Context: an optimization exercise on an open-source flow, tuned for small area, a short achievable clock period and few clock cycles. The choices shown serve that exercise and are no tape-out recipe. The RTL was checked by simulation tests, not by an equivalence proof against the original design. No activity file was given, so power comes from the tool's default toggle rates.

<file path="flow/config.mk">
export PLATFORM = sky130hd
export DESIGN_NAME = cd_stat_accum
export DESIGN_NICKNAME = cd_stat_accum
export VERILOG_FILES = /design/flow/design.v
export SDC_FILE = /design/flow/constraint.sdc
export NUM_CORES = 4
export LEC_CHECK = 0
export CAP_MARGIN = 20
export CORE_MARGIN = 2
export CORE_UTILIZATION = 40
export CTS_BUF_LIST = sky130_fd_sc_hd__clkbuf_8 sky130_fd_sc_hd__clkbuf_16
export CTS_CLUSTER_DIAMETER = 100
export CTS_CLUSTER_SIZE = 30
export SLEW_MARGIN = 20
export SETUP_SLACK_MARGIN = 7.0
</file>
<file path="flow/constraint.sdc">
create_clock -name core_clock -period 10.0 [get_ports {clk}]
set_input_delay 2.0000 -clock core_clock [delete_from_list [all_inputs] [get_ports {clk}]]
set_output_delay 2.0000 -clock core_clock [all_outputs]
set_load 0.01 [all_outputs]
</file>
<file path="flow/design.v">
package rbm_pkg;
   localparam int ACC_W      = 32;
   localparam int ACC_FRAC   = 23;
   localparam int PROD_SHIFT = 7;
   typedef logic signed [15:0]      q1_15_t;
   typedef logic signed [ACC_W-1:0] q7_23_t;
   typedef logic signed [31:0]      q2_30_t;
   localparam q7_23_t SAT_MAX = 32'sh7FFF_FFFF;
   localparam q7_23_t SAT_MIN = 32'sh8000_0000;
   typedef logic [2:0] state_t;
   localparam state_t S_IDLE   = 3'd0;
   localparam state_t S_CLEAR  = 3'd1;
   localparam state_t S_LOAD_V = 3'd2;
   localparam state_t S_SWEEP  = 3'd3;
   localparam state_t S_DRAIN  = 3'd4;
   localparam state_t S_DONE   = 3'd5;
   typedef struct packed {
      q7_23_t sum;
      logic   sat;
   } sat_res_t;
   function automatic sat_res_t sat_add(input q7_23_t a, input q7_23_t b);
      logic signed [ACC_W:0] s;
      logic                  ov;
      s     = {a[ACC_W-1], a} + {b[ACC_W-1], b};
      ov    = (s[ACC_W] != s[ACC_W-1]);
      if (!ov) sat_add = {s[ACC_W-1:0], 1'b0};
      else     sat_add = {(s[ACC_W] ? SAT_MIN : SAT_MAX), 1'b1};
   endfunction
endpackage
module acc_mac_pipe (
   input  logic [15:0] v,
   input  logic [7:0]  one,
   input  logic [7:0]  two,
   input  logic [7:0]  neg,
   output logic [24:0] s_hi,
   output logic [24:0] c_hi,
   output logic        cin
);
   wire pp0_0 = ((one[0] & v[0]) | (two[0] & 1'b0)) ^ neg[0];
   wire pp0_1 = ((one[0] & v[1]) | (two[0] & v[0])) ^ neg[0];
   wire pp0_2 = ((one[0] & v[2]) | (two[0] & v[1])) ^ neg[0];
   wire pp0_3 = ((one[0] & v[3]) | (two[0] & v[2])) ^ neg[0];
   wire pp0_4 = ((one[0] & v[4]) | (two[0] & v[3])) ^ neg[0];
   wire pp0_5 = ((one[0] & v[5]) | (two[0] & v[4])) ^ neg[0];
   wire pp0_6 = ((one[0] & v[6]) | (two[0] & v[5])) ^ neg[0];
   wire pp0_7 = ((one[0] & v[7]) | (two[0] & v[6])) ^ neg[0];
   wire pp0_8 = ((one[0] & v[8]) | (two[0] & v[7])) ^ neg[0];
   wire pp0_9 = ((one[0] & v[9]) | (two[0] & v[8])) ^ neg[0];
   wire pp0_10 = ((one[0] & v[10]) | (two[0] & v[9])) ^ neg[0];
   wire pp0_11 = ((one[0] & v[11]) | (two[0] & v[10])) ^ neg[0];
   wire pp0_12 = ((one[0] & v[12]) | (two[0] & v[11])) ^ neg[0];
   wire pp0_13 = ((one[0] & v[13]) | (two[0] & v[12])) ^ neg[0];
   wire pp0_14 = ((one[0] & v[14]) | (two[0] & v[13])) ^ neg[0];
   wire pp0_15 = ((one[0] & v[15]) | (two[0] & v[14])) ^ neg[0];
   wire pp0_16 = ((one[0] & v[15]) | (two[0] & v[15])) ^ neg[0];
   wire nsg0 = ~pp0_16;
   wire pp1_0 = ((one[1] & v[0]) | (two[1] & 1'b0)) ^ neg[1];
   wire pp1_1 = ((one[1] & v[1]) | (two[1] & v[0])) ^ neg[1];
   wire pp1_2 = ((one[1] & v[2]) | (two[1] & v[1])) ^ neg[1];
   wire pp1_3 = ((one[1] & v[3]) | (two[1] & v[2])) ^ neg[1];
   wire pp1_4 = ((one[1] & v[4]) | (two[1] & v[3])) ^ neg[1];
   wire pp1_5 = ((one[1] & v[5]) | (two[1] & v[4])) ^ neg[1];
   wire pp1_6 = ((one[1] & v[6]) | (two[1] & v[5])) ^ neg[1];
   wire pp1_7 = ((one[1] & v[7]) | (two[1] & v[6])) ^ neg[1];
   wire pp1_8 = ((one[1] & v[8]) | (two[1] & v[7])) ^ neg[1];
   wire pp1_9 = ((one[1] & v[9]) | (two[1] & v[8])) ^ neg[1];
   wire pp1_10 = ((one[1] & v[10]) | (two[1] & v[9])) ^ neg[1];
   wire pp1_11 = ((one[1] & v[11]) | (two[1] & v[10])) ^ neg[1];
   wire pp1_12 = ((one[1] & v[12]) | (two[1] & v[11])) ^ neg[1];
   wire pp1_13 = ((one[1] & v[13]) | (two[1] & v[12])) ^ neg[1];
   wire pp1_14 = ((one[1] & v[14]) | (two[1] & v[13])) ^ neg[1];
   wire pp1_15 = ((one[1] & v[15]) | (two[1] & v[14])) ^ neg[1];
   wire pp1_16 = ((one[1] & v[15]) | (two[1] & v[15])) ^ neg[1];
   wire nsg1 = ~pp1_16;
   wire pp2_0 = ((one[2] & v[0]) | (two[2] & 1'b0)) ^ neg[2];
   wire pp2_1 = ((one[2] & v[1]) | (two[2] & v[0])) ^ neg[2];
   wire pp2_2 = ((one[2] & v[2]) | (two[2] & v[1])) ^ neg[2];
   wire pp2_3 = ((one[2] & v[3]) | (two[2] & v[2])) ^ neg[2];
   wire pp2_4 = ((one[2] & v[4]) | (two[2] & v[3])) ^ neg[2];
   wire pp2_5 = ((one[2] & v[5]) | (two[2] & v[4])) ^ neg[2];
   wire pp2_6 = ((one[2] & v[6]) | (two[2] & v[5])) ^ neg[2];
   wire pp2_7 = ((one[2] & v[7]) | (two[2] & v[6])) ^ neg[2];
   wire pp2_8 = ((one[2] & v[8]) | (two[2] & v[7])) ^ neg[2];
   wire pp2_9 = ((one[2] & v[9]) | (two[2] & v[8])) ^ neg[2];
   wire pp2_10 = ((one[2] & v[10]) | (two[2] & v[9])) ^ neg[2];
   wire pp2_11 = ((one[2] & v[11]) | (two[2] & v[10])) ^ neg[2];
   wire pp2_12 = ((one[2] & v[12]) | (two[2] & v[11])) ^ neg[2];
   wire pp2_13 = ((one[2] & v[13]) | (two[2] & v[12])) ^ neg[2];
   wire pp2_14 = ((one[2] & v[14]) | (two[2] & v[13])) ^ neg[2];
   wire pp2_15 = ((one[2] & v[15]) | (two[2] & v[14])) ^ neg[2];
   wire pp2_16 = ((one[2] & v[15]) | (two[2] & v[15])) ^ neg[2];
   wire nsg2 = ~pp2_16;
   wire pp3_0 = ((one[3] & v[0]) | (two[3] & 1'b0)) ^ neg[3];
   wire pp3_1 = ((one[3] & v[1]) | (two[3] & v[0])) ^ neg[3];
   wire pp3_2 = ((one[3] & v[2]) | (two[3] & v[1])) ^ neg[3];
   wire pp3_3 = ((one[3] & v[3]) | (two[3] & v[2])) ^ neg[3];
   wire pp3_4 = ((one[3] & v[4]) | (two[3] & v[3])) ^ neg[3];
   wire pp3_5 = ((one[3] & v[5]) | (two[3] & v[4])) ^ neg[3];
   wire pp3_6 = ((one[3] & v[6]) | (two[3] & v[5])) ^ neg[3];
   wire pp3_7 = ((one[3] & v[7]) | (two[3] & v[6])) ^ neg[3];
   wire pp3_8 = ((one[3] & v[8]) | (two[3] & v[7])) ^ neg[3];
   wire pp3_9 = ((one[3] & v[9]) | (two[3] & v[8])) ^ neg[3];
   wire pp3_10 = ((one[3] & v[10]) | (two[3] & v[9])) ^ neg[3];
   wire pp3_11 = ((one[3] & v[11]) | (two[3] & v[10])) ^ neg[3];
   wire pp3_12 = ((one[3] & v[12]) | (two[3] & v[11])) ^ neg[3];
   wire pp3_13 = ((one[3] & v[13]) | (two[3] & v[12])) ^ neg[3];
   wire pp3_14 = ((one[3] & v[14]) | (two[3] & v[13])) ^ neg[3];
   wire pp3_15 = ((one[3] & v[15]) | (two[3] & v[14])) ^ neg[3];
   wire pp3_16 = ((one[3] & v[15]) | (two[3] & v[15])) ^ neg[3];
   wire nsg3 = ~pp3_16;
   wire pp4_0 = ((one[4] & v[0]) | (two[4] & 1'b0)) ^ neg[4];
   wire pp4_1 = ((one[4] & v[1]) | (two[4] & v[0])) ^ neg[4];
   wire pp4_2 = ((one[4] & v[2]) | (two[4] & v[1])) ^ neg[4];
   wire pp4_3 = ((one[4] & v[3]) | (two[4] & v[2])) ^ neg[4];
   wire pp4_4 = ((one[4] & v[4]) | (two[4] & v[3])) ^ neg[4];
   wire pp4_5 = ((one[4] & v[5]) | (two[4] & v[4])) ^ neg[4];
   wire pp4_6 = ((one[4] & v[6]) | (two[4] & v[5])) ^ neg[4];
   wire pp4_7 = ((one[4] & v[7]) | (two[4] & v[6])) ^ neg[4];
   wire pp4_8 = ((one[4] & v[8]) | (two[4] & v[7])) ^ neg[4];
   wire pp4_9 = ((one[4] & v[9]) | (two[4] & v[8])) ^ neg[4];
   wire pp4_10 = ((one[4] & v[10]) | (two[4] & v[9])) ^ neg[4];
   wire pp4_11 = ((one[4] & v[11]) | (two[4] & v[10])) ^ neg[4];
   wire pp4_12 = ((one[4] & v[12]) | (two[4] & v[11])) ^ neg[4];
   wire pp4_13 = ((one[4] & v[13]) | (two[4] & v[12])) ^ neg[4];
   wire pp4_14 = ((one[4] & v[14]) | (two[4] & v[13])) ^ neg[4];
   wire pp4_15 = ((one[4] & v[15]) | (two[4] & v[14])) ^ neg[4];
   wire pp4_16 = ((one[4] & v[15]) | (two[4] & v[15])) ^ neg[4];
   wire nsg4 = ~pp4_16;
   wire pp5_0 = ((one[5] & v[0]) | (two[5] & 1'b0)) ^ neg[5];
   wire pp5_1 = ((one[5] & v[1]) | (two[5] & v[0])) ^ neg[5];
   wire pp5_2 = ((one[5] & v[2]) | (two[5] & v[1])) ^ neg[5];
   wire pp5_3 = ((one[5] & v[3]) | (two[5] & v[2])) ^ neg[5];
   wire pp5_4 = ((one[5] & v[4]) | (two[5] & v[3])) ^ neg[5];
   wire pp5_5 = ((one[5] & v[5]) | (two[5] & v[4])) ^ neg[5];
   wire pp5_6 = ((one[5] & v[6]) | (two[5] & v[5])) ^ neg[5];
   wire pp5_7 = ((one[5] & v[7]) | (two[5] & v[6])) ^ neg[5];
   wire pp5_8 = ((one[5] & v[8]) | (two[5] & v[7])) ^ neg[5];
   wire pp5_9 = ((one[5] & v[9]) | (two[5] & v[8])) ^ neg[5];
   wire pp5_10 = ((one[5] & v[10]) | (two[5] & v[9])) ^ neg[5];
   wire pp5_11 = ((one[5] & v[11]) | (two[5] & v[10])) ^ neg[5];
   wire pp5_12 = ((one[5] & v[12]) | (two[5] & v[11])) ^ neg[5];
   wire pp5_13 = ((one[5] & v[13]) | (two[5] & v[12])) ^ neg[5];
   wire pp5_14 = ((one[5] & v[14]) | (two[5] & v[13])) ^ neg[5];
   wire pp5_15 = ((one[5] & v[15]) | (two[5] & v[14])) ^ neg[5];
   wire pp5_16 = ((one[5] & v[15]) | (two[5] & v[15])) ^ neg[5];
   wire nsg5 = ~pp5_16;
   wire pp6_0 = ((one[6] & v[0]) | (two[6] & 1'b0)) ^ neg[6];
   wire pp6_1 = ((one[6] & v[1]) | (two[6] & v[0])) ^ neg[6];
   wire pp6_2 = ((one[6] & v[2]) | (two[6] & v[1])) ^ neg[6];
   wire pp6_3 = ((one[6] & v[3]) | (two[6] & v[2])) ^ neg[6];
   wire pp6_4 = ((one[6] & v[4]) | (two[6] & v[3])) ^ neg[6];
   wire pp6_5 = ((one[6] & v[5]) | (two[6] & v[4])) ^ neg[6];
   wire pp6_6 = ((one[6] & v[6]) | (two[6] & v[5])) ^ neg[6];
   wire pp6_7 = ((one[6] & v[7]) | (two[6] & v[6])) ^ neg[6];
   wire pp6_8 = ((one[6] & v[8]) | (two[6] & v[7])) ^ neg[6];
   wire pp6_9 = ((one[6] & v[9]) | (two[6] & v[8])) ^ neg[6];
   wire pp6_10 = ((one[6] & v[10]) | (two[6] & v[9])) ^ neg[6];
   wire pp6_11 = ((one[6] & v[11]) | (two[6] & v[10])) ^ neg[6];
   wire pp6_12 = ((one[6] & v[12]) | (two[6] & v[11])) ^ neg[6];
   wire pp6_13 = ((one[6] & v[13]) | (two[6] & v[12])) ^ neg[6];
   wire pp6_14 = ((one[6] & v[14]) | (two[6] & v[13])) ^ neg[6];
   wire pp6_15 = ((one[6] & v[15]) | (two[6] & v[14])) ^ neg[6];
   wire pp6_16 = ((one[6] & v[15]) | (two[6] & v[15])) ^ neg[6];
   wire nsg6 = ~pp6_16;
   wire pp7_0 = ((one[7] & v[0]) | (two[7] & 1'b0)) ^ neg[7];
   wire pp7_1 = ((one[7] & v[1]) | (two[7] & v[0])) ^ neg[7];
   wire pp7_2 = ((one[7] & v[2]) | (two[7] & v[1])) ^ neg[7];
   wire pp7_3 = ((one[7] & v[3]) | (two[7] & v[2])) ^ neg[7];
   wire pp7_4 = ((one[7] & v[4]) | (two[7] & v[3])) ^ neg[7];
   wire pp7_5 = ((one[7] & v[5]) | (two[7] & v[4])) ^ neg[7];
   wire pp7_6 = ((one[7] & v[6]) | (two[7] & v[5])) ^ neg[7];
   wire pp7_7 = ((one[7] & v[7]) | (two[7] & v[6])) ^ neg[7];
   wire pp7_8 = ((one[7] & v[8]) | (two[7] & v[7])) ^ neg[7];
   wire pp7_9 = ((one[7] & v[9]) | (two[7] & v[8])) ^ neg[7];
   wire pp7_10 = ((one[7] & v[10]) | (two[7] & v[9])) ^ neg[7];
   wire pp7_11 = ((one[7] & v[11]) | (two[7] & v[10])) ^ neg[7];
   wire pp7_12 = ((one[7] & v[12]) | (two[7] & v[11])) ^ neg[7];
   wire pp7_13 = ((one[7] & v[13]) | (two[7] & v[12])) ^ neg[7];
   wire pp7_14 = ((one[7] & v[14]) | (two[7] & v[13])) ^ neg[7];
   wire pp7_15 = ((one[7] & v[15]) | (two[7] & v[14])) ^ neg[7];
   wire pp7_16 = ((one[7] & v[15]) | (two[7] & v[15])) ^ neg[7];
   wire nsg7 = ~pp7_16;
   wire hs1 = pp0_10 ^ pp1_8;
   wire hc1 = pp0_10 & pp1_8;
   wire hs2 = pp0_11 ^ pp1_9;
   wire hc2 = pp0_11 & pp1_9;
   wire fs3 = pp0_12 ^ pp1_10 ^ pp2_8;
   wire fc3 = (pp0_12 & pp1_10) | (pp0_12 & pp2_8) | (pp1_10 & pp2_8);
   wire hs4 = pp3_6 ^ pp4_4;
   wire hc4 = pp3_6 & pp4_4;
   wire fs5 = pp0_13 ^ pp1_11 ^ pp2_9;
   wire fc5 = (pp0_13 & pp1_11) | (pp0_13 & pp2_9) | (pp1_11 & pp2_9);
   wire hs6 = pp3_7 ^ pp4_5;
   wire hc6 = pp3_7 & pp4_5;
   wire fs7 = pp0_14 ^ pp1_12 ^ pp2_10;
   wire fc7 = (pp0_14 & pp1_12) | (pp0_14 & pp2_10) | (pp1_12 & pp2_10);
   wire fs8 = pp3_8 ^ pp4_6 ^ pp5_4;
   wire fc8 = (pp3_8 & pp4_6) | (pp3_8 & pp5_4) | (pp4_6 & pp5_4);
   wire hs9 = pp6_2 ^ pp7_0;
   wire hc9 = pp6_2 & pp7_0;
   wire fs10 = pp0_15 ^ pp1_13 ^ pp2_11;
   wire fc10 = (pp0_15 & pp1_13) | (pp0_15 & pp2_11) | (pp1_13 & pp2_11);
   wire fs11 = pp3_9 ^ pp4_7 ^ pp5_5;
   wire fc11 = (pp3_9 & pp4_7) | (pp3_9 & pp5_5) | (pp4_7 & pp5_5);
   wire hs12 = pp6_3 ^ pp7_1;
   wire hc12 = pp6_3 & pp7_1;
   wire fs13 = pp0_16 ^ pp1_14 ^ pp2_12;
   wire fc13 = (pp0_16 & pp1_14) | (pp0_16 & pp2_12) | (pp1_14 & pp2_12);
   wire fs14 = pp3_10 ^ pp4_8 ^ pp5_6;
   wire fc14 = (pp3_10 & pp4_8) | (pp3_10 & pp5_6) | (pp4_8 & pp5_6);
   wire hs15 = pp6_4 ^ pp7_2;
   wire hc15 = pp6_4 & pp7_2;
   wire fs16 = pp0_16 ^ pp1_15 ^ pp2_13;
   wire fc16 = (pp0_16 & pp1_15) | (pp0_16 & pp2_13) | (pp1_15 & pp2_13);
   wire fs17 = pp3_11 ^ pp4_9 ^ pp5_7;
   wire fc17 = (pp3_11 & pp4_9) | (pp3_11 & pp5_7) | (pp4_9 & pp5_7);
   wire hs18 = pp6_5 ^ pp7_3;
   wire hc18 = pp6_5 & pp7_3;
   wire fs19 = nsg0 ^ nsg1 ^ pp2_14;
   wire fc19 = (nsg0 & nsg1) | (nsg0 & pp2_14) | (nsg1 & pp2_14);
   wire fs20 = pp3_12 ^ pp4_10 ^ pp5_8;
   wire fc20 = (pp3_12 & pp4_10) | (pp3_12 & pp5_8) | (pp4_10 & pp5_8);
   wire hs21 = pp6_6 ^ pp7_4;
   wire hc21 = pp6_6 & pp7_4;
   wire fs22 = 1'b1 ^ pp2_15 ^ pp3_13;
   wire fc22 = (1'b1 & pp2_15) | (1'b1 & pp3_13) | (pp2_15 & pp3_13);
   wire fs23 = pp4_11 ^ pp5_9 ^ pp6_7;
   wire fc23 = (pp4_11 & pp5_9) | (pp4_11 & pp6_7) | (pp5_9 & pp6_7);
   wire fs24 = nsg2 ^ pp3_14 ^ pp4_12;
   wire fc24 = (nsg2 & pp3_14) | (nsg2 & pp4_12) | (pp3_14 & pp4_12);
   wire hs25 = 1'b1 ^ pp3_15;
   wire hc25 = 1'b1 & pp3_15;
   wire hs26 = pp0_6 ^ pp1_4;
   wire hc26 = pp0_6 & pp1_4;
   wire hs27 = pp0_7 ^ pp1_5;
   wire hc27 = pp0_7 & pp1_5;
   wire fs28 = pp0_8 ^ pp1_6 ^ pp2_4;
   wire fc28 = (pp0_8 & pp1_6) | (pp0_8 & pp2_4) | (pp1_6 & pp2_4);
   wire hs29 = pp3_2 ^ pp4_0;
   wire hc29 = pp3_2 & pp4_0;
   wire fs30 = pp0_9 ^ pp1_7 ^ pp2_5;
   wire fc30 = (pp0_9 & pp1_7) | (pp0_9 & pp2_5) | (pp1_7 & pp2_5);
   wire hs31 = pp3_3 ^ pp4_1;
   wire hc31 = pp3_3 & pp4_1;
   wire fs32 = hs1 ^ pp2_6 ^ pp3_4;
   wire fc32 = (hs1 & pp2_6) | (hs1 & pp3_4) | (pp2_6 & pp3_4);
   wire fs33 = pp4_2 ^ pp5_0 ^ neg[5];
   wire fc33 = (pp4_2 & pp5_0) | (pp4_2 & neg[5]) | (pp5_0 & neg[5]);
   wire fs34 = hc1 ^ hs2 ^ pp2_7;
   wire fc34 = (hc1 & hs2) | (hc1 & pp2_7) | (hs2 & pp2_7);
   wire fs35 = pp3_5 ^ pp4_3 ^ pp5_1;
   wire fc35 = (pp3_5 & pp4_3) | (pp3_5 & pp5_1) | (pp4_3 & pp5_1);
   wire fs36 = hc2 ^ fs3 ^ hs4;
   wire fc36 = (hc2 & fs3) | (hc2 & hs4) | (fs3 & hs4);
   wire fs37 = pp5_2 ^ pp6_0 ^ neg[6];
   wire fc37 = (pp5_2 & pp6_0) | (pp5_2 & neg[6]) | (pp6_0 & neg[6]);
   wire fs38 = fc3 ^ hc4 ^ fs5;
   wire fc38 = (fc3 & hc4) | (fc3 & fs5) | (hc4 & fs5);
   wire fs39 = hs6 ^ pp5_3 ^ pp6_1;
   wire fc39 = (hs6 & pp5_3) | (hs6 & pp6_1) | (pp5_3 & pp6_1);
   wire fs40 = fc5 ^ hc6 ^ fs7;
   wire fc40 = (fc5 & hc6) | (fc5 & fs7) | (hc6 & fs7);
   wire fs41 = fs8 ^ hs9 ^ neg[7];
   wire fc41 = (fs8 & hs9) | (fs8 & neg[7]) | (hs9 & neg[7]);
   wire fs42 = fc7 ^ fc8 ^ hc9;
   wire fc42 = (fc7 & fc8) | (fc7 & hc9) | (fc8 & hc9);
   wire fs43 = fs10 ^ fs11 ^ hs12;
   wire fc43 = (fs10 & fs11) | (fs10 & hs12) | (fs11 & hs12);
   wire fs44 = fc10 ^ fc11 ^ hc12;
   wire fc44 = (fc10 & fc11) | (fc10 & hc12) | (fc11 & hc12);
   wire fs45 = fs13 ^ fs14 ^ hs15;
   wire fc45 = (fs13 & fs14) | (fs13 & hs15) | (fs14 & hs15);
   wire fs46 = fc13 ^ fc14 ^ hc15;
   wire fc46 = (fc13 & fc14) | (fc13 & hc15) | (fc14 & hc15);
   wire fs47 = fs16 ^ fs17 ^ hs18;
   wire fc47 = (fs16 & fs17) | (fs16 & hs18) | (fs17 & hs18);
   wire fs48 = fc16 ^ fc17 ^ hc18;
   wire fc48 = (fc16 & fc17) | (fc16 & hc18) | (fc17 & hc18);
   wire fs49 = fs19 ^ fs20 ^ hs21;
   wire fc49 = (fs19 & fs20) | (fs19 & hs21) | (fs20 & hs21);
   wire fs50 = fc19 ^ fc20 ^ hc21;
   wire fc50 = (fc19 & fc20) | (fc19 & hc21) | (fc20 & hc21);
   wire fs51 = fs22 ^ fs23 ^ pp7_5;
   wire fc51 = (fs22 & fs23) | (fs22 & pp7_5) | (fs23 & pp7_5);
   wire fs52 = fc22 ^ fc23 ^ fs24;
   wire fc52 = (fc22 & fc23) | (fc22 & fs24) | (fc23 & fs24);
   wire fs53 = pp5_10 ^ pp6_8 ^ pp7_6;
   wire fc53 = (pp5_10 & pp6_8) | (pp5_10 & pp7_6) | (pp6_8 & pp7_6);
   wire fs54 = fc24 ^ hs25 ^ pp4_13;
   wire fc54 = (fc24 & hs25) | (fc24 & pp4_13) | (hs25 & pp4_13);
   wire fs55 = pp5_11 ^ pp6_9 ^ pp7_7;
   wire fc55 = (pp5_11 & pp6_9) | (pp5_11 & pp7_7) | (pp6_9 & pp7_7);
   wire fs56 = hc25 ^ nsg3 ^ pp4_14;
   wire fc56 = (hc25 & nsg3) | (hc25 & pp4_14) | (nsg3 & pp4_14);
   wire fs57 = pp5_12 ^ pp6_10 ^ pp7_8;
   wire fc57 = (pp5_12 & pp6_10) | (pp5_12 & pp7_8) | (pp6_10 & pp7_8);
   wire fs58 = 1'b1 ^ pp4_15 ^ pp5_13;
   wire fc58 = (1'b1 & pp4_15) | (1'b1 & pp5_13) | (pp4_15 & pp5_13);
   wire hs59 = pp6_11 ^ pp7_9;
   wire hc59 = pp6_11 & pp7_9;
   wire fs60 = nsg4 ^ pp5_14 ^ pp6_12;
   wire fc60 = (nsg4 & pp5_14) | (nsg4 & pp6_12) | (pp5_14 & pp6_12);
   wire hs61 = 1'b1 ^ pp5_15;
   wire hc61 = 1'b1 & pp5_15;
   wire hs62 = pp0_4 ^ pp1_2;
   wire hc62 = pp0_4 & pp1_2;
   wire hs63 = pp0_5 ^ pp1_3;
   wire hc63 = pp0_5 & pp1_3;
   wire fs64 = hs26 ^ pp2_2 ^ pp3_0;
   wire fc64 = (hs26 & pp2_2) | (hs26 & pp3_0) | (pp2_2 & pp3_0);
   wire fs65 = hc26 ^ hs27 ^ pp2_3;
   wire fc65 = (hc26 & hs27) | (hc26 & pp2_3) | (hs27 & pp2_3);
   wire fs66 = hc27 ^ fs28 ^ hs29;
   wire fc66 = (hc27 & fs28) | (hc27 & hs29) | (fs28 & hs29);
   wire fs67 = fc28 ^ hc29 ^ fs30;
   wire fc67 = (fc28 & hc29) | (fc28 & fs30) | (hc29 & fs30);
   wire fs68 = fc30 ^ hc31 ^ fs32;
   wire fc68 = (fc30 & hc31) | (fc30 & fs32) | (hc31 & fs32);
   wire fs69 = fc32 ^ fc33 ^ fs34;
   wire fc69 = (fc32 & fc33) | (fc32 & fs34) | (fc33 & fs34);
   wire fs70 = fc34 ^ fc35 ^ fs36;
   wire fc70 = (fc34 & fc35) | (fc34 & fs36) | (fc35 & fs36);
   wire fs71 = fc36 ^ fc37 ^ fs38;
   wire fc71 = (fc36 & fc37) | (fc36 & fs38) | (fc37 & fs38);
   wire fs72 = fc38 ^ fc39 ^ fs40;
   wire fc72 = (fc38 & fc39) | (fc38 & fs40) | (fc39 & fs40);
   wire fs73 = fc40 ^ fc41 ^ fs42;
   wire fc73 = (fc40 & fc41) | (fc40 & fs42) | (fc41 & fs42);
   wire fs74 = fc42 ^ fc43 ^ fs44;
   wire fc74 = (fc42 & fc43) | (fc42 & fs44) | (fc43 & fs44);
   wire fs75 = fc44 ^ fc45 ^ fs46;
   wire fc75 = (fc44 & fc45) | (fc44 & fs46) | (fc45 & fs46);
   wire fs76 = fc46 ^ fc47 ^ fs48;
   wire fc76 = (fc46 & fc47) | (fc46 & fs48) | (fc47 & fs48);
   wire fs77 = fc48 ^ fc49 ^ fs50;
   wire fc77 = (fc48 & fc49) | (fc48 & fs50) | (fc49 & fs50);
   wire fs78 = fc50 ^ fc51 ^ fs52;
   wire fc78 = (fc50 & fc51) | (fc50 & fs52) | (fc51 & fs52);
   wire fs79 = fc52 ^ fc53 ^ fs54;
   wire fc79 = (fc52 & fc53) | (fc52 & fs54) | (fc53 & fs54);
   wire fs80 = fc54 ^ fc55 ^ fs56;
   wire fc80 = (fc54 & fc55) | (fc54 & fs56) | (fc55 & fs56);
   wire fs81 = fc56 ^ fc57 ^ fs58;
   wire fc81 = (fc56 & fc57) | (fc56 & fs58) | (fc57 & fs58);
   wire fs82 = fc58 ^ hc59 ^ fs60;
   wire fc82 = (fc58 & hc59) | (fc58 & fs60) | (hc59 & fs60);
   wire fs83 = fc60 ^ hs61 ^ pp6_13;
   wire fc83 = (fc60 & hs61) | (fc60 & pp6_13) | (hs61 & pp6_13);
   wire fs84 = hc61 ^ nsg5 ^ pp6_14;
   wire fc84 = (hc61 & nsg5) | (hc61 & pp6_14) | (nsg5 & pp6_14);
   wire hs85 = 1'b1 ^ pp6_15;
   wire hc85 = 1'b1 & pp6_15;
   wire hs86 = pp0_2 ^ pp1_0;
   wire hc86 = pp0_2 & pp1_0;
   wire hs87 = pp0_3 ^ pp1_1;
   wire hc87 = pp0_3 & pp1_1;
   wire fs88 = hs62 ^ pp2_0 ^ neg[2];
   wire fc88 = (hs62 & pp2_0) | (hs62 & neg[2]) | (pp2_0 & neg[2]);
   wire fs89 = hc62 ^ hs63 ^ pp2_1;
   wire fc89 = (hc62 & hs63) | (hc62 & pp2_1) | (hs63 & pp2_1);
   wire fs90 = hc63 ^ fs64 ^ neg[3];
   wire fc90 = (hc63 & fs64) | (hc63 & neg[3]) | (fs64 & neg[3]);
   wire fs91 = fc64 ^ fs65 ^ pp3_1;
   wire fc91 = (fc64 & fs65) | (fc64 & pp3_1) | (fs65 & pp3_1);
   wire fs92 = fc65 ^ fs66 ^ neg[4];
   wire fc92 = (fc65 & fs66) | (fc65 & neg[4]) | (fs66 & neg[4]);
   wire fs93 = fc66 ^ fs67 ^ hs31;
   wire fc93 = (fc66 & fs67) | (fc66 & hs31) | (fs67 & hs31);
   wire fs94 = fc67 ^ fs68 ^ fs33;
   wire fc94 = (fc67 & fs68) | (fc67 & fs33) | (fs68 & fs33);
   wire fs95 = fc68 ^ fs69 ^ fs35;
   wire fc95 = (fc68 & fs69) | (fc68 & fs35) | (fs69 & fs35);
   wire fs96 = fc69 ^ fs70 ^ fs37;
   wire fc96 = (fc69 & fs70) | (fc69 & fs37) | (fs70 & fs37);
   wire fs97 = fc70 ^ fs71 ^ fs39;
   wire fc97 = (fc70 & fs71) | (fc70 & fs39) | (fs71 & fs39);
   wire fs98 = fc71 ^ fs72 ^ fs41;
   wire fc98 = (fc71 & fs72) | (fc71 & fs41) | (fs72 & fs41);
   wire fs99 = fc72 ^ fs73 ^ fs43;
   wire fc99 = (fc72 & fs73) | (fc72 & fs43) | (fs73 & fs43);
   wire fs100 = fc73 ^ fs74 ^ fs45;
   wire fc100 = (fc73 & fs74) | (fc73 & fs45) | (fs74 & fs45);
   wire fs101 = fc74 ^ fs75 ^ fs47;
   wire fc101 = (fc74 & fs75) | (fc74 & fs47) | (fs75 & fs47);
   wire fs102 = fc75 ^ fs76 ^ fs49;
   wire fc102 = (fc75 & fs76) | (fc75 & fs49) | (fs76 & fs49);
   wire fs103 = fc76 ^ fs77 ^ fs51;
   wire fc103 = (fc76 & fs77) | (fc76 & fs51) | (fs77 & fs51);
   wire fs104 = fc77 ^ fs78 ^ fs53;
   wire fc104 = (fc77 & fs78) | (fc77 & fs53) | (fs78 & fs53);
   wire fs105 = fc78 ^ fs79 ^ fs55;
   wire fc105 = (fc78 & fs79) | (fc78 & fs55) | (fs79 & fs55);
   wire fs106 = fc79 ^ fs80 ^ fs57;
   wire fc106 = (fc79 & fs80) | (fc79 & fs57) | (fs80 & fs57);
   wire fs107 = fc80 ^ fs81 ^ hs59;
   wire fc107 = (fc80 & fs81) | (fc80 & hs59) | (fs81 & hs59);
   wire fs108 = fc81 ^ fs82 ^ pp7_10;
   wire fc108 = (fc81 & fs82) | (fc81 & pp7_10) | (fs82 & pp7_10);
   wire fs109 = fc82 ^ fs83 ^ pp7_11;
   wire fc109 = (fc82 & fs83) | (fc82 & pp7_11) | (fs83 & pp7_11);
   wire fs110 = fc83 ^ fs84 ^ pp7_12;
   wire fc110 = (fc83 & fs84) | (fc83 & pp7_12) | (fs84 & pp7_12);
   wire fs111 = fc84 ^ hs85 ^ pp7_13;
   wire fc111 = (fc84 & hs85) | (fc84 & pp7_13) | (hs85 & pp7_13);
   wire fs112 = hc85 ^ nsg6 ^ pp7_14;
   wire fc112 = (hc85 & nsg6) | (hc85 & pp7_14) | (nsg6 & pp7_14);
   wire hs113 = 1'b1 ^ pp7_15;
   wire hc113 = 1'b1 & pp7_15;
   wire [31:0] rs = {1'b1, hc113, fc112, fc111, fc110, fc109, fc108, fc107, fc106, fc105, fc104, fc103, fc102, fc101, fc100, fc99, fc98, fc97, fc96, fc95, fc94, fc93, fc92, fc91, fc90, fc89, fc88, hc87, hc86, hs86, pp0_1, pp0_0};
   wire [31:0] rc = {1'b0, nsg7, hs113, fs112, fs111, fs110, fs109, fs108, fs107, fs106, fs105, fs104, fs103, fs102, fs101, fs100, fs99, fs98, fs97, fs96, fs95, fs94, fs93, fs92, fs91, fs90, fs89, fs88, hs87, neg[1], 1'b0, neg[0]};
   wire [7:0]  low = {1'b0, rs[6:0]} + {1'b0, rc[6:0]};
   assign s_hi = rs[31:7];
   assign c_hi = rc[31:7];
   assign cin  = low[7];
endmodule
module add25 (
   input  logic [24:0] a,
   input  logic [24:0] b,
   input  logic        ci,
   output logic [24:0] s,
   output logic        co
);
   wire p0_0 = a[0] ^ b[0];
   wire g0_0 = a[0] & b[0];
   wire p1_1 = a[1] ^ b[1];
   wire g1_1 = a[1] & b[1];
   wire p2_2 = a[2] ^ b[2];
   wire g2_2 = a[2] & b[2];
   wire p3_3 = a[3] ^ b[3];
   wire g3_3 = a[3] & b[3];
   wire p4_4 = a[4] ^ b[4];
   wire g4_4 = a[4] & b[4];
   wire p5_5 = a[5] ^ b[5];
   wire g5_5 = a[5] & b[5];
   wire p6_6 = a[6] ^ b[6];
   wire g6_6 = a[6] & b[6];
   wire p7_7 = a[7] ^ b[7];
   wire g7_7 = a[7] & b[7];
   wire p8_8 = a[8] ^ b[8];
   wire g8_8 = a[8] & b[8];
   wire p9_9 = a[9] ^ b[9];
   wire g9_9 = a[9] & b[9];
   wire p10_10 = a[10] ^ b[10];
   wire g10_10 = a[10] & b[10];
   wire p11_11 = a[11] ^ b[11];
   wire g11_11 = a[11] & b[11];
   wire p12_12 = a[12] ^ b[12];
   wire g12_12 = a[12] & b[12];
   wire p13_13 = a[13] ^ b[13];
   wire g13_13 = a[13] & b[13];
   wire p14_14 = a[14] ^ b[14];
   wire g14_14 = a[14] & b[14];
   wire p15_15 = a[15] ^ b[15];
   wire g15_15 = a[15] & b[15];
   wire p16_16 = a[16] ^ b[16];
   wire g16_16 = a[16] & b[16];
   wire p17_17 = a[17] ^ b[17];
   wire g17_17 = a[17] & b[17];
   wire p18_18 = a[18] ^ b[18];
   wire g18_18 = a[18] & b[18];
   wire p19_19 = a[19] ^ b[19];
   wire g19_19 = a[19] & b[19];
   wire p20_20 = a[20] ^ b[20];
   wire g20_20 = a[20] & b[20];
   wire p21_21 = a[21] ^ b[21];
   wire g21_21 = a[21] & b[21];
   wire p22_22 = a[22] ^ b[22];
   wire g22_22 = a[22] & b[22];
   wire p23_23 = a[23] ^ b[23];
   wire g23_23 = a[23] & b[23];
   wire p24_24 = a[24] ^ b[24];
   wire g24_24 = a[24] & b[24];
   wire g1_0 = g1_1 | (p1_1 & g0_0);
   wire p1_0 = p1_1 & p0_0;
   wire g3_2 = g3_3 | (p3_3 & g2_2);
   wire p3_2 = p3_3 & p2_2;
   wire g5_4 = g5_5 | (p5_5 & g4_4);
   wire p5_4 = p5_5 & p4_4;
   wire g7_6 = g7_7 | (p7_7 & g6_6);
   wire p7_6 = p7_7 & p6_6;
   wire g9_8 = g9_9 | (p9_9 & g8_8);
   wire p9_8 = p9_9 & p8_8;
   wire g11_10 = g11_11 | (p11_11 & g10_10);
   wire p11_10 = p11_11 & p10_10;
   wire g13_12 = g13_13 | (p13_13 & g12_12);
   wire p13_12 = p13_13 & p12_12;
   wire g15_14 = g15_15 | (p15_15 & g14_14);
   wire p15_14 = p15_15 & p14_14;
   wire g17_16 = g17_17 | (p17_17 & g16_16);
   wire p17_16 = p17_17 & p16_16;
   wire g19_18 = g19_19 | (p19_19 & g18_18);
   wire p19_18 = p19_19 & p18_18;
   wire g21_20 = g21_21 | (p21_21 & g20_20);
   wire p21_20 = p21_21 & p20_20;
   wire g23_22 = g23_23 | (p23_23 & g22_22);
   wire p23_22 = p23_23 & p22_22;
   wire g3_0 = g3_2 | (p3_2 & g1_0);
   wire p3_0 = p3_2 & p1_0;
   wire g7_4 = g7_6 | (p7_6 & g5_4);
   wire p7_4 = p7_6 & p5_4;
   wire g11_8 = g11_10 | (p11_10 & g9_8);
   wire p11_8 = p11_10 & p9_8;
   wire g15_12 = g15_14 | (p15_14 & g13_12);
   wire p15_12 = p15_14 & p13_12;
   wire g19_16 = g19_18 | (p19_18 & g17_16);
   wire p19_16 = p19_18 & p17_16;
   wire g23_20 = g23_22 | (p23_22 & g21_20);
   wire p23_20 = p23_22 & p21_20;
   wire g7_0 = g7_4 | (p7_4 & g3_0);
   wire p7_0 = p7_4 & p3_0;
   wire g15_8 = g15_12 | (p15_12 & g11_8);
   wire p15_8 = p15_12 & p11_8;
   wire g23_16 = g23_20 | (p23_20 & g19_16);
   wire p23_16 = p23_20 & p19_16;
   wire g15_0 = g15_8 | (p15_8 & g7_0);
   wire p15_0 = p15_8 & p7_0;
   wire g23_0 = g23_16 | (p23_16 & g15_0);
   wire p23_0 = p23_16 & p15_0;
   wire g11_0 = g11_8 | (p11_8 & g7_0);
   wire p11_0 = p11_8 & p7_0;
   wire g19_0 = g19_16 | (p19_16 & g15_0);
   wire p19_0 = p19_16 & p15_0;
   wire g5_0 = g5_4 | (p5_4 & g3_0);
   wire p5_0 = p5_4 & p3_0;
   wire g9_0 = g9_8 | (p9_8 & g7_0);
   wire p9_0 = p9_8 & p7_0;
   wire g13_0 = g13_12 | (p13_12 & g11_0);
   wire p13_0 = p13_12 & p11_0;
   wire g17_0 = g17_16 | (p17_16 & g15_0);
   wire p17_0 = p17_16 & p15_0;
   wire g21_0 = g21_20 | (p21_20 & g19_0);
   wire p21_0 = p21_20 & p19_0;
   wire g2_0 = g2_2 | (p2_2 & g1_0);
   wire p2_0 = p2_2 & p1_0;
   wire g4_0 = g4_4 | (p4_4 & g3_0);
   wire p4_0 = p4_4 & p3_0;
   wire g6_0 = g6_6 | (p6_6 & g5_0);
   wire p6_0 = p6_6 & p5_0;
   wire g8_0 = g8_8 | (p8_8 & g7_0);
   wire p8_0 = p8_8 & p7_0;
   wire g10_0 = g10_10 | (p10_10 & g9_0);
   wire p10_0 = p10_10 & p9_0;
   wire g12_0 = g12_12 | (p12_12 & g11_0);
   wire p12_0 = p12_12 & p11_0;
   wire g14_0 = g14_14 | (p14_14 & g13_0);
   wire p14_0 = p14_14 & p13_0;
   wire g16_0 = g16_16 | (p16_16 & g15_0);
   wire p16_0 = p16_16 & p15_0;
   wire g18_0 = g18_18 | (p18_18 & g17_0);
   wire p18_0 = p18_18 & p17_0;
   wire g20_0 = g20_20 | (p20_20 & g19_0);
   wire p20_0 = p20_20 & p19_0;
   wire g22_0 = g22_22 | (p22_22 & g21_0);
   wire p22_0 = p22_22 & p21_0;
   wire g24_0 = g24_24 | (p24_24 & g23_0);
   wire p24_0 = p24_24 & p23_0;
   wire [25:0] c;
   assign c[0] = ci;
   assign c[1] = g0_0 | (p0_0 & ci);
   assign c[2] = g1_0 | (p1_0 & ci);
   assign c[3] = g2_0 | (p2_0 & ci);
   assign c[4] = g3_0 | (p3_0 & ci);
   assign c[5] = g4_0 | (p4_0 & ci);
   assign c[6] = g5_0 | (p5_0 & ci);
   assign c[7] = g6_0 | (p6_0 & ci);
   assign c[8] = g7_0 | (p7_0 & ci);
   assign c[9] = g8_0 | (p8_0 & ci);
   assign c[10] = g9_0 | (p9_0 & ci);
   assign c[11] = g10_0 | (p10_0 & ci);
   assign c[12] = g11_0 | (p11_0 & ci);
   assign c[13] = g12_0 | (p12_0 & ci);
   assign c[14] = g13_0 | (p13_0 & ci);
   assign c[15] = g14_0 | (p14_0 & ci);
   assign c[16] = g15_0 | (p15_0 & ci);
   assign c[17] = g16_0 | (p16_0 & ci);
   assign c[18] = g17_0 | (p17_0 & ci);
   assign c[19] = g18_0 | (p18_0 & ci);
   assign c[20] = g19_0 | (p19_0 & ci);
   assign c[21] = g20_0 | (p20_0 & ci);
   assign c[22] = g21_0 | (p21_0 & ci);
   assign c[23] = g22_0 | (p22_0 & ci);
   assign c[24] = g23_0 | (p23_0 & ci);
   assign c[25] = g24_0 | (p24_0 & ci);
   assign s = {p24_24 ^ c[24], p23_23 ^ c[23], p22_22 ^ c[22], p21_21 ^ c[21], p20_20 ^ c[20], p19_19 ^ c[19], p18_18 ^ c[18], p17_17 ^ c[17], p16_16 ^ c[16], p15_15 ^ c[15], p14_14 ^ c[14], p13_13 ^ c[13], p12_12 ^ c[12], p11_11 ^ c[11], p10_10 ^ c[10], p9_9 ^ c[9], p8_8 ^ c[8], p7_7 ^ c[7], p6_6 ^ c[6], p5_5 ^ c[5], p4_4 ^ c[4], p3_3 ^ c[3], p2_2 ^ c[2], p1_1 ^ c[1], p0_0 ^ c[0]};
   assign co = c[25];
endmodule
module cd_stat_accum
#(
   parameter int I_TILE = 64,
   parameter int H_TILE = 64,
   parameter int AW     = $clog2(I_TILE * H_TILE)
) (
   input  logic          clk,
   input  logic          rst,
   input  logic          clear,
   input  logic          v_valid,
   output logic          v_ready,
   input  logic [15:0]   v_data,
   input  logic          v_phase,
   input  logic          h_valid,
   output logic          h_ready,
   input  logic [15:0]   h_data,
   input  logic          h_last,
   output logic [AW-1:0] acc_rd_addr,
   output logic          acc_rd_bank,
   input  logic [31:0]   acc_rd_data,
   output logic [AW-1:0] acc_wr_addr,
   output logic [31:0]   acc_wr_data,
   output logic [1:0]    acc_wr_we,
   output logic          busy,
   output logic          done,
   output logic          sat_flag
);
   localparam logic [1:0] C_IDLE  = 2'd0;
   localparam logic [1:0] C_BATCH = 2'd1;
   localparam logic [1:0] C_CLEAR = 2'd2;
   logic [1:0]    cmd_q;
   logic [5:0]    c_q;         
   logic [5:0]    j_q;         
   logic [5:0]    vi_q;        
   logic          load_q;      
   logic          fused_q;     
   logic          row_q;       
   logic          ld_q;        
   logic          drain_q;     
   logic [7:0]    one_q, two_q, neg_q;    
   logic          hq_v, hq_last;
   logic          phase_q;
   logic [1023:0] ring;
   logic          vrdy_q, hrdy_q, busy_q, done_q, sat_q;
   logic          v1, v2, ph1, ph2, l1, l2, l3;
   logic [24:0]   s1, c1;
   logic          cin1;
   logic [24:0]   inc_q;
   logic [31:0]   rd_q;
   logic [31:0]   wd_q;
   logic [1:0]    we_q;
   logic [AW-1:0] wa_q;
   assign v_ready     = vrdy_q;
   assign h_ready     = hrdy_q;
   assign busy        = busy_q;
   assign done        = done_q;
   assign sat_flag    = sat_q;
   assign acc_rd_addr = {j_q, c_q};
   assign acc_rd_bank = phase_q;
   assign acc_wr_addr = wa_q;
   assign acc_wr_data = wd_q;
   assign acc_wr_we   = we_q;
   logic       v_acc, h_acc;
   logic       idle, batch, clr;
   logic       fuse_now, op0, rowdone, last_op, ends_load;
   logic [5:0] c_inc, j_inc, vi_inc;
   assign v_acc = v_valid & vrdy_q;
   assign h_acc = h_valid & hrdy_q;
   assign idle  = (cmd_q == C_IDLE);
   assign batch = (cmd_q == C_BATCH);
   assign clr   = (cmd_q == C_CLEAR);
   assign c_inc  = c_q + 6'd1;
   assign j_inc  = j_q + 6'd1;
   assign vi_inc = vi_q + 6'd1;
   assign fuse_now = (vi_q == 6'd1) ? hq_v : fused_q;
   assign op0      = batch & (row_q | (ld_q & fuse_now));
   assign ends_load = ld_q & fused_q & ~load_q & (vi_q == 6'd0);
   assign rowdone  = batch & (c_q == 6'd63) & (row_q | ends_load);
   assign last_op  = batch & row_q & (c_q == 6'd63) & hq_last;
   logic       load_n, drain_n, fused_n, hq_v_n, row_n, rdy_n, cons_n, cons_nv;
   logic [5:0] j_n;
   always_comb begin
      j_n     = j_q;
      load_n  = load_q;
      drain_n = drain_q;
      fused_n = fused_q;
      if (batch) begin
         if (ld_q & (vi_q == 6'd1)) fused_n = hq_v;
         if (rowdone) begin
            j_n = j_inc;
            if (row_q & (j_q == 6'd63)) begin
               if (hq_last) drain_n = 1'b1;
               else         load_n  = 1'b1;
            end
         end
         if (done_q) begin
            drain_n = 1'b0;
            j_n     = 6'd0;
            load_n  = 1'b1;
         end
      end
   end
   assign hq_v_n = hq_v & ~rowdone;
   assign row_n  = batch & ~done_q & ~load_n & ~drain_n;
   assign rdy_n  = idle ? ~clear :
                   clr  ? done_q :
                   (done_q | (~drain_q & ((c_q + 6'd2) == vi_q) &
                              (load_q | (row_q & (j_q == 6'd63) & ~hq_last & (c_q == 6'd62)))));
   assign cons_n  = batch & (c_q == 6'd62) & row_q;
   assign cons_nv = batch & (c_q == 6'd62) & (vi_q == 6'd63) & fused_q;
   always_ff @(posedge clk) begin
      if (rst) begin
         cmd_q   <= C_IDLE;
         c_q     <= 6'd63;
         j_q     <= '0;
         vi_q    <= '0;
         load_q  <= 1'b1;
         fused_q <= 1'b0;
         row_q   <= 1'b0;
         ld_q    <= 1'b0;
         drain_q <= 1'b0;
         hq_v    <= 1'b0;
         hq_last <= 1'b0;
         phase_q <= 1'b0;
         vrdy_q  <= 1'b0;
         hrdy_q  <= 1'b0;
         busy_q  <= 1'b0;
         done_q  <= 1'b0;
         sat_q   <= 1'b0;
      end else begin
         if (idle) begin
            if (clear)      cmd_q <= C_CLEAR;
            else if (v_acc) cmd_q <= C_BATCH;
         end else if (done_q) begin
            cmd_q <= C_IDLE;
         end
         busy_q <= idle ? (clear | v_acc) : ~done_q;
         if (idle | done_q) c_q <= v_acc ? 6'd0 : 6'd63;
         else               c_q <= c_inc;
         j_q     <= j_n;
         drain_q <= drain_n;
         fused_q <= fused_n;
         ld_q    <= v_acc;
         if (v_acc) begin
            vi_q   <= vi_inc;
            load_q <= (vi_q != 6'd63);
         end else begin
            vi_q   <= (batch & done_q) ? 6'd0 : vi_q;
            load_q <= load_n;
         end
         if (v_acc & (vi_q == 6'd0)) phase_q <= v_phase;
         if (h_acc) begin
            hq_v    <= 1'b1;
            hq_last <= h_last;
         end else begin
            hq_v    <= hq_v_n;
         end
         if (c_q == 6'd63) row_q <= row_n & (h_acc | hq_v_n);
         else if (batch & done_q) row_q <= 1'b0;
         vrdy_q <= v_acc ? (vi_q != 6'd63) : rdy_n;
         if (idle)
            hrdy_q <= ~clear & ~h_acc & ~hq_v;
         else if (batch & ~done_q & ~drain_n)
            hrdy_q <= h_acc ? (cons_n | (v_acc & cons_nv))
                            : (~hq_v_n | cons_n | (v_acc & cons_nv));
         else
            hrdy_q <= done_q & ~hq_v;
         done_q <= l3 | (clr & we_q[0] & (wa_q == {AW{1'b1}}));
         if (idle & clear)  sat_q <= 1'b0;
         else if (v2 & ovf) sat_q <= 1'b1;
      end
   end
   logic [16:0] hx;
   logic [7:0]  one_d, two_d, neg_d;
   assign hx = {h_data, 1'b0};
   always_comb begin
      for (int k = 0; k < 8; k++) begin
         neg_d[k] = hx[2*k+2];
         one_d[k] = hx[2*k+1] ^ hx[2*k];
         two_d[k] = (hx[2*k+2] & ~hx[2*k+1] & ~hx[2*k]) | (~hx[2*k+2] & hx[2*k+1] & hx[2*k]);
      end
   end
   always_ff @(posedge clk) begin
      if (h_acc) begin
         one_q <= one_d;
         two_q <= two_d;
         neg_q <= neg_d;
      end
      ring <= {ring[1007:0], v_acc ? v_data : ring[1023:1008]};
   end
   logic [24:0] s0, c0;
   logic        cin0;
   acc_mac_pipe u_mul (
      .v    (ring[15:0]),
      .one  (one_q),
      .two  (two_q),
      .neg  (neg_q),
      .s_hi (s0),
      .c_hi (c0),
      .cin  (cin0)
   );
   logic [24:0] lo;
   logic [7:0]  m_hi, hi_p, hi_m, r_hi;
   logic        up, dn, ovf;
   logic [31:0] res, cval;
   assign lo   = {1'b0, rd_q[23:0]} + {1'b0, inc_q[23:0]};
   assign m_hi = rd_q[31:24];
   assign hi_p = m_hi + 8'd1;
   assign hi_m = m_hi - 8'd1;
   assign up   = lo[24] & ~inc_q[24];
   assign dn   = ~lo[24] & inc_q[24];
   assign r_hi = up ? hi_p : (dn ? hi_m : m_hi);
   assign ovf  = (up & (m_hi == 8'h7F)) | (dn & (m_hi == 8'h80));
   assign cval = clr ? 32'd0 : {m_hi[7], {31{~m_hi[7]}}};
   assign res  = (ovf | clr) ? cval : {r_hi, lo[23:0]};
   logic [24:0] inc_d;
   logic        inc_co;
   add25 u_inc (.a(s1), .b(c1), .ci(cin1), .s(inc_d), .co(inc_co));
   always_ff @(posedge clk) begin
      s1    <= s0;
      c1    <= c0;
      cin1  <= cin0;
      inc_q <= inc_d;
      rd_q  <= acc_rd_data;
      wd_q  <= res;
   end
   always_ff @(posedge clk) begin
      if (rst) begin
         v1   <= 1'b0;
         v2   <= 1'b0;
         ph1  <= 1'b0;
         ph2  <= 1'b0;
         l1   <= 1'b0;
         l2   <= 1'b0;
         l3   <= 1'b0;
         we_q <= 2'b00;
         wa_q <= '0;
      end else begin
         v1   <= op0;
         ph1  <= phase_q;
         l1   <= last_op;
         v2   <= v1;
         ph2  <= ph1;
         l2   <= l1;
         l3   <= l2;
         if (clr & ~done_q) we_q <= (we_q[0] & (wa_q == {AW{1'b1}})) ? 2'b00 : 2'b11;
         else                we_q <= v2 ? (ph2 ? 2'b10 : 2'b01) : 2'b00;
         wa_q <= wa_q + {{(AW-1){1'b0}}, |we_q};
      end
   end
endmodule
</file>
<file path="flow/flow/run.sh">
#!/bin/bash
# Standard layout, with the timing repair steps asked for extra setup slack.
set -e
cp standard.sh standard_sh.txt
cp config.mk config_orig.mk
echo "export SETUP_SLACK_MARGIN = 7.0" >> config.mk
bash standard.sh > standard.log 2>&1
</file>
<file path="flow/standard.sh">
#!/bin/bash
# synth_recipe.tcl (not shown) runs the flow's synth.tcl, then flattens the netlist and writes it again
# the make line also repeats each setting of config.mk as NAME=value (left out here)
make -C /OpenROAD-flow-scripts/flow DESIGN_CONFIG=/design/flow/config.mk WORK_HOME=/design/flow/orfs CLKGATE_MAP_FILE= SYNTH_SCRIPT=/design/flow/synth_recipe.tcl "${@:-finish}"
</file>
==> results of run 1 <==
## kinds of logic (layout without fill, tap and decap cells)
kind of cell | count (synthesis) | count (layout)
mux | 6 | 6
other cells | 0 | 2
simple gates | 339 | 340
compound gates | 335 | 338
buf+inv | 193 | 427
xor+xnor | 197 | 197
fa+ha+maj | 172 | 172
flops | 1240 | 1240
## power groups by stage
stage / logic, mW / clock network, mW / registers (mW)
4_1_cts: 1.73 / 2.38 / 5.48
5_1_grt: 2.00 / 2.56 / 5.51
3_5_place_dp: 1.63 / 0 / 5.60
2_1_floorplan: 1.16 / 0 / 5.54
6_report: 1.77 / 2.29 / 5.47
3_3_place_gp: 1.61 / 0 / 5.60
## cell type report
| cell class | instances | area share |
|---|---|---|
| Multi-Input combinational cell | 1053 | 0.2239 |
| Inverter | 104 | 0.009867 |
| Clock inverter | 12 | 0.003602 |
| Timing Repair Buffer | 263 | 0.06534 |
| Clock buffer | 48 | 0.03007 |
| Tap cell | 1144 | 0.03584 |
| Sequential cell | 1240 | 0.6313 |
| Antenna cell | 2 | 0.0001253 |
## final timing paths
path	slack [ns]	cells past startpoint	to
max	6.84	11	c1[9]
min	0.32	0	ring[256]
max reg2reg	6.84	11	c1[9]
min reg2reg	0.32	0	ring[256]
## layout by cell type (no fill, tap or decap), drive strengths merged, types with 4 or more instances in the layout
| cell type | n |
|---|---|
| or2 | 12 |
| nand3 | 25 |
| xnor2 | 107 |
| a22oi | 122 |
| nor4 | 9 |
| clkdlybuf4s50 | 69 |
| o211ai | 6 |
| ha | 84 |
| a21oi | 57 |
| inv | 111 |
| a21o | 21 |
| buf | 194 |
| or3 | 7 |
| xor2 | 90 |
| nand4 | 12 |
| nor2b | 13 |
| edfxtp | 24 |
| nand2 | 113 |
| clkbuf | 48 |
| fa | 88 |
| nor3 | 27 |
| nand3b | 8 |
| a211oi | 11 |
| o21ai | 70 |
| dfxtp | 1216 |
| nor3b | 4 |
| o21bai | 5 |
| nor2 | 82 |
| mux2i | 5 |
| and3 | 9 |
| nand2b | 13 |
| o21a | 9 |
## per-stage QoR
stage | cell area [µm²] | power (mW) | setup slack [ns]
global route | 39940 | 10.08 | 6.763
floorplan | 34540 | 6.697 | 6.968
CTS | 39510 | 9.590 | 6.826
detailed placement | 36790 | 7.232 | 5.982
global placement | 36790 | 7.205 | 5.947
finish | 39940 | 9.530 | 6.835
## worst max-delay path, cell delays in order (launching register included)
cell	delay (ns)
edfxtp_1	0.45
buf_4	0.18
buf_6	0.12
buf_16	0.13
a22oi_2	0.15
xnor2_1	0.11
fa_1	0.50
inv_2	0.05
fa_2	0.34
fa_1	0.51
inv_1	0.06
fa_2	0.51
## routing by layer
metal  up-vias  part of all wire  track usage
met4         2             0.025      0.04242
li1       8575                 -            -
met1      8378              0.48       0.1758
met2       316              0.45       0.2086
met3        89             0.046      0.02450
met5         -           0.00021            0
## state kept, by name (all words and copies together), names as in the netlist, 2 cells and up
name / count
wa_q: 12
j_q: 6
neg_q: 8
rd_q: 32
cmd_q: 2
inc_q: 25
s1: 24
c_q: 6
c1: 24
one_q: 8
wd_q: 32
we_q: 2
ring: 1024
two_q: 8
vi_q: 6
## repair_timing
item / in CTS / in global routing
pin swaps: 53 / 38
setup endpoints to repair: 161 / 158
setup buffers: 104 / 22
cloned: 2 / 3
gates resized for setup: 471 / 53
==> flow_summary.yaml, run 1 <==
synthesis:
  synthArstFlopShare: 0
  synthFlopType: "dfxtp_1"
  synth_top_cell_area_share: 0.7098
  synth_edf_count: 24
  yosys.area_share.simple: 0.04673
  syn_nets: 2725
  synth.distinct_cells: 65
  synth_top_family_by_area: "adder cells"
  synth_compound_area_frac: 0.06676
  synth.area.mux_share: 0.001788
  synth_top_cell_by_area: "dfxtp_1"
  synth_warnings: 1
  synth_most_common_cell: "dfxtp_1"
  syn_area_mm2: 0.03430
  avgSynthCellArea_um2: 13.82
  synth.area.top_cells: "dfxtp_1 (71%), fa_1 (5.1%), ha_1 (3.1%)"
  synth_common_cells: "dfxtp_1 (1216), a22oi_1 (122), nand2_1 (113), xnor2_1 (107), inv_1 (104)"
  ys_ff_latch: 1240
  synthAdderAreaFrac: 0.08201
  synth-xor-area-share: 0.05031
  yosysSeqAreaShare: 0.7308
  syn_inst: 2482
clock_tree:
  hold_buffers: 0
  clk_pin_slew_ns: 0.10
  cts_buffer_depth: 3
  cts_made_buffers: 48
  cts-root-buf: "clkbuf_16"
  insertion_delay_ns: 0.63
  htree_num_levels: 2
  clock_sinks: 1240
  cts_tree: "yes"
worst_setup_path:
  critical_path_arrival_ns: 3.74
  required_ns: 10.57
  r2r-start: "one_q[2]"
  cp-start-kind: "flop"
  path_max_fanout: 4
  crit_path_end_kind: "flop"
  crit_path_start: "one_q[2]"
  worstSetupPathType: "reg2reg"
power:
  power.switching_mw: 2.487
  peakVddDrop_mv: 0.1725
  p_seq_frac: 0.574
  combPwrFrac: 0.186
  power_density_mw_per_mm2: 238.6
  swShare: 0.2610
  p_leak_nw: 15.87
  internal-power_mw: 7.042
  clockPowerShare: 0.240
sta:
  drv_slew: 0
  fin_skew_ns: 0.02151
  fin_crit_ns: 3.165
  hold_viol: 0
  tightest_slew_ns: 1.039
  maxSlewHeadroom: 0.3022
  setup_viol: 0
  period_share: 0.3165
  setup_tns_ns: 0
  whs_ns: 0.3172
  rsz0062_at_grt: "true"
  timing.fmax_mhz: 316.0
grt:
  antenna_found_initial: 6
  grt_usage: 0.1295
  grt_pass1_vias: 17722
  overflow: 0
  grt_pass1_wl_um: 93230
  grt_start_max_net_pins: 51
final_layout:
  area_growth_pct: 16.46
  final-seq-area_mm2: 0.02522
  multi_input_area_mm2: 0.008941
  final_util: 0.4698
  layout.nets: 2953
  nFillCells: 7478
  drive_above_1_share: 0.1688
  final_cells: 3866
placed_design:
  portBuffers: 134
  dp_hpwl_um: 36910
  placedCellCount: 3673
  gp_congestion: 0.7859
floorplanning:
  dieArea_mm2: 0.08810
  rows: 107
  core_region_area_mm2: 0.08501
  io_pins: 135
  die_w_um: 296.8
  initial_utilization: 0.4034
  die_h_um: 296.8
detailed_routing:
  via_per_inst: 4.490
  postRouteAntennaNets: 0
  vias: 17360
  drt-pass1-iter-count: 6
  drt_iter0_drc: 873
  drc: 0
  routed_wl_um: 58080
  wl_per_cell_um: 15.02
outcome:
  run_status: "complete, no violations"
job:
  drv_cap: 0
worst_hold_path:
  hp-start: "ring[240]"
  holdCritPathClass: "reg2reg"
Testbench counts, summed over its fixed seeds: cycles 294,972.
==> run 2: changes to the inputs <==
==> flow/flow/run.sh (replaced) <==
#!/bin/bash
# Standard layout, with the timing repair steps asked for extra setup slack.
set -e
cp standard.sh standard_sh.txt
cp config.mk config_orig.mk
echo "export SETUP_SLACK_MARGIN = 6.92" >> config.mk
bash standard.sh > standard.log 2>&1
--- a/flow/config.mk
+++ b/flow/config.mk
@@ -11,5 +11,6 @@
 export CTS_BUF_LIST = sky130_fd_sc_hd__clkbuf_8 sky130_fd_sc_hd__clkbuf_16
 export CTS_CLUSTER_DIAMETER = 100
 export CTS_CLUSTER_SIZE = 30
+export PLACE_DENSITY = 0.75
 export SLEW_MARGIN = 20
-export SETUP_SLACK_MARGIN = 7.0
+export SETUP_SLACK_MARGIN = 6.92
==> flow_summary.yaml, run 2 <==
outcome:
  run_status: "complete, no violations"
floorplanning:
  io_pins: 135
  die_h_um: 296.8
  dieArea_mm2: 0.08810
  rows: 107
  core_region_area_mm2: 0.08501
  initial_utilization: 0.4034
  die_w_um: 296.8
detailed_routing:
  drt-met1-wl_um: 26360
  drc: 0
  postRouteAntennaNets: 0
  via_per_inst: 4.466
  drt-pass1-iter-count: 7
  wl_met2_um: 25390
  drt_iter0_drc: 851
  wl_per_cell_um: 14.75
  vias: 17212
  routed_wl_um: 56840
  routed.top_layer: "met5"
  route.met3.wl_um: 3136
worst_setup_path:
  critical_path_arrival_ns: 3.67
  cp_slowest_cell: "fa_1"
  regToRegSetupSlack_ns: 6.84
  required_ns: 10.51
  crit_path_end_kind: "flop"
  cp_common_cell: "fa_1"
  crit_chain: "buf_12, a22oi_2, xor2_1, fa_1, inv_2, fa_1, inv_2, fa_1, inv_1, fa_1"
  cp-start-kind: "flop"
  worst-path-buf-inv: 4
  max_stage_delay_ns: 0.55
  path_max_fanout: 9
  worstSetupPathType: "reg2reg"
  crit_family: "adder cells"
final_layout:
  area_growth_pct: 15.06
  regMostFlops: "ring"
  fin_area_mm2: 0.03946
  largest_reg_flops: 1024
  layout.nets: 2941
  layout_common_cells: "dfxtp_1 (1152), nand2_1 (113), a22oi_1 (109), buf_4 (106), xnor2_1 (104)"
  nFillCells: 7281
  layout_commonest_cell: "dfxtp_1"
  drive_above_1_share: 0.1393
  final_cells: 3854
  top_regs: "ring (1024), rd_q (32), wd_q (32)"
power:
  p_leak_nw: 15.76
  power_density_mw_per_mm2: 240.6
  peakVddDrop_mv: 0.1747
synthesis:
  synth_warnings: 1
  synthFlopType: "dfxtp_1"
  synth_common_cells: "dfxtp_1 (1216), a22oi_1 (122), nand2_1 (113), xnor2_1 (107), inv_1 (104)"
  syn_nets: 2725
  ys_ff_latch: 1240
  synth_edf_count: 24
  synth.distinct_cells: 65
  synth.area.top_cells: "dfxtp_1 (71%), fa_1 (5.1%), ha_1 (3.1%)"
  synth_most_common_cell: "dfxtp_1"
  yosysSeqAreaShare: 0.7308
  synthArstFlopShare: 0
  synth_top_cell_by_area: "dfxtp_1"
  synth_top_cell_area_share: 0.7098
  syn_inst: 2482
  syn_area_mm2: 0.03430
  avgSynthCellArea_um2: 13.82
clock_tree:
  cts_tree: "yes"
  insertion_delay_ns: 0.64
  cts_made_buffers: 48
  clk_pin_slew_ns: 0.11
  htree_num_levels: 2
  cts_buffer_depth: 3
  cts-root-buf: "clkbuf_16"
  clock_sinks: 1240
job:
  drv_cap: 0
grt:
  grt_pass1_wl_um: 89440
  grt_start_max_net_pins: 51
  overflow: 0
  grt_pass1_vias: 16986
  antenna_found_initial: 18
  grt_usage: 0.1248
sta:
  period_share: 0.3165
  tightest_slew_ns: 0.8988
  setup_viol: 0
  fin_skew_ns: 0.03014
  drv_slew: 0
  maxSlewHeadroom: 0.4008
  hold_viol: 0
  rsz0062_at_grt: "true"
  whs_ns: 0.3061
  setup_tns_ns: 0
  timing.fmax_mhz: 316.0
  fin_crit_ns: 3.165
worst_hold_path:
  holdCritPathClass: "reg2reg"
placed_design:
  placedCellCount: 3680
  placed_cell_area_mm2: 0.03680
  dp_hpwl_um: 35660
  gp_congestion: 0.8380
  portBuffers: 134
==> run 2: cell counts after synthesis <==
No cell type changed its count.
==> run 2: final timing paths <==
path,start,endpoint,cells past startpoint
worst max-delay path,one_q[2],c1[5],10
worst min-delay path,ring[994],ring[1010],0
worst max register to register,one_q[2],c1[5],10
worst min register to register,ring[994],ring[1010],0
==> run 2: cells by family after synthesis <==
family / synth area share
mux: 0.001788
xor+xnor: 0.05031
buf+inv: 0.02163
simple gates: 0.04673
fa+ha+maj: 0.08201
compound gates: 0.06676
flops: 0.7308
==> run 2: where the power goes <==
part           switching (mW)  internal [mW]
sequential              0.149           5.33
clock                    1.40          0.926
combinational           0.909          0.787
total                    2.45           7.04
==> run 2: routing by layer <==
metal	vias up	GRT usage
li1	8514	-
met1	8166	0.1665
met2	376	0.1980
met3	134	0.02860
met4	22	0.04629
met5	-	0
==> run 2: what timing repair did <==
| item | CTS | global route |
|---|---|---|
| endpoints found under the setup margin | 148 | 121 |
| gates cloned | 0 | 1 |
| gates resized for setup | 398 | 56 |
| pin swaps | 7 | 21 |
| setup buffers | 85 | 26 |
| hold buffers | 0 | 0 |
==> run 2: final cells by class <==
cell class	instances	area [µm²]	share of cell area
flip-flops and latches	1240	25190	0.6384
multi-input cells	1050	8692	0.2203
repair buffers	254	2380	0.06030
well taps	1144	1431	0.03627
clock buffers	49	1215	0.03079
inverters	104	394.1	0.009987
clock inverters	9	146.4	0.003710
diodes	4	10.01	0.0002536
==> run 2: metrics by stage <==
step,setup slack (ns),utilization,total power [mW]
after floorplan,6.921,-,6.691
after global placement,5.984,0.4329,7.175
after detailed placement,6.028,0.4329,7.206
after CTS,6.745,0.4592,9.521
after global routing,6.711,0.4641,9.984
final,6.835,0.4642,9.493

## static timing again, ports no longer ideal
Ports are ideal in the flow. The routed layouts listed here were re-timed in OpenROAD. Step 1, drivers: a clkbuf_16 drives clk and a buf_2 each remaining input, both assumed. Step 2 also shifts input and output timing later by t, the mid clock arrival at the registers, as if the neighbouring blocks saw the same clock. Slacks: no drivers / after step 1 / after step 2; pairs: no drivers / after step 1.
run	t (ns)	setup WS [ns]	worst slew at a driven data input, ns
run 1	0.682	6.835 / 6.828 / 6.362	0.13
run 2	0.673	6.835 / 6.813 / 6.346	0.12
After both steps every run listed still meets setup and hold. The setup slack of run 2, which loses most, moves by -0.022 ns with the drivers and by -0.489 ns with both steps.
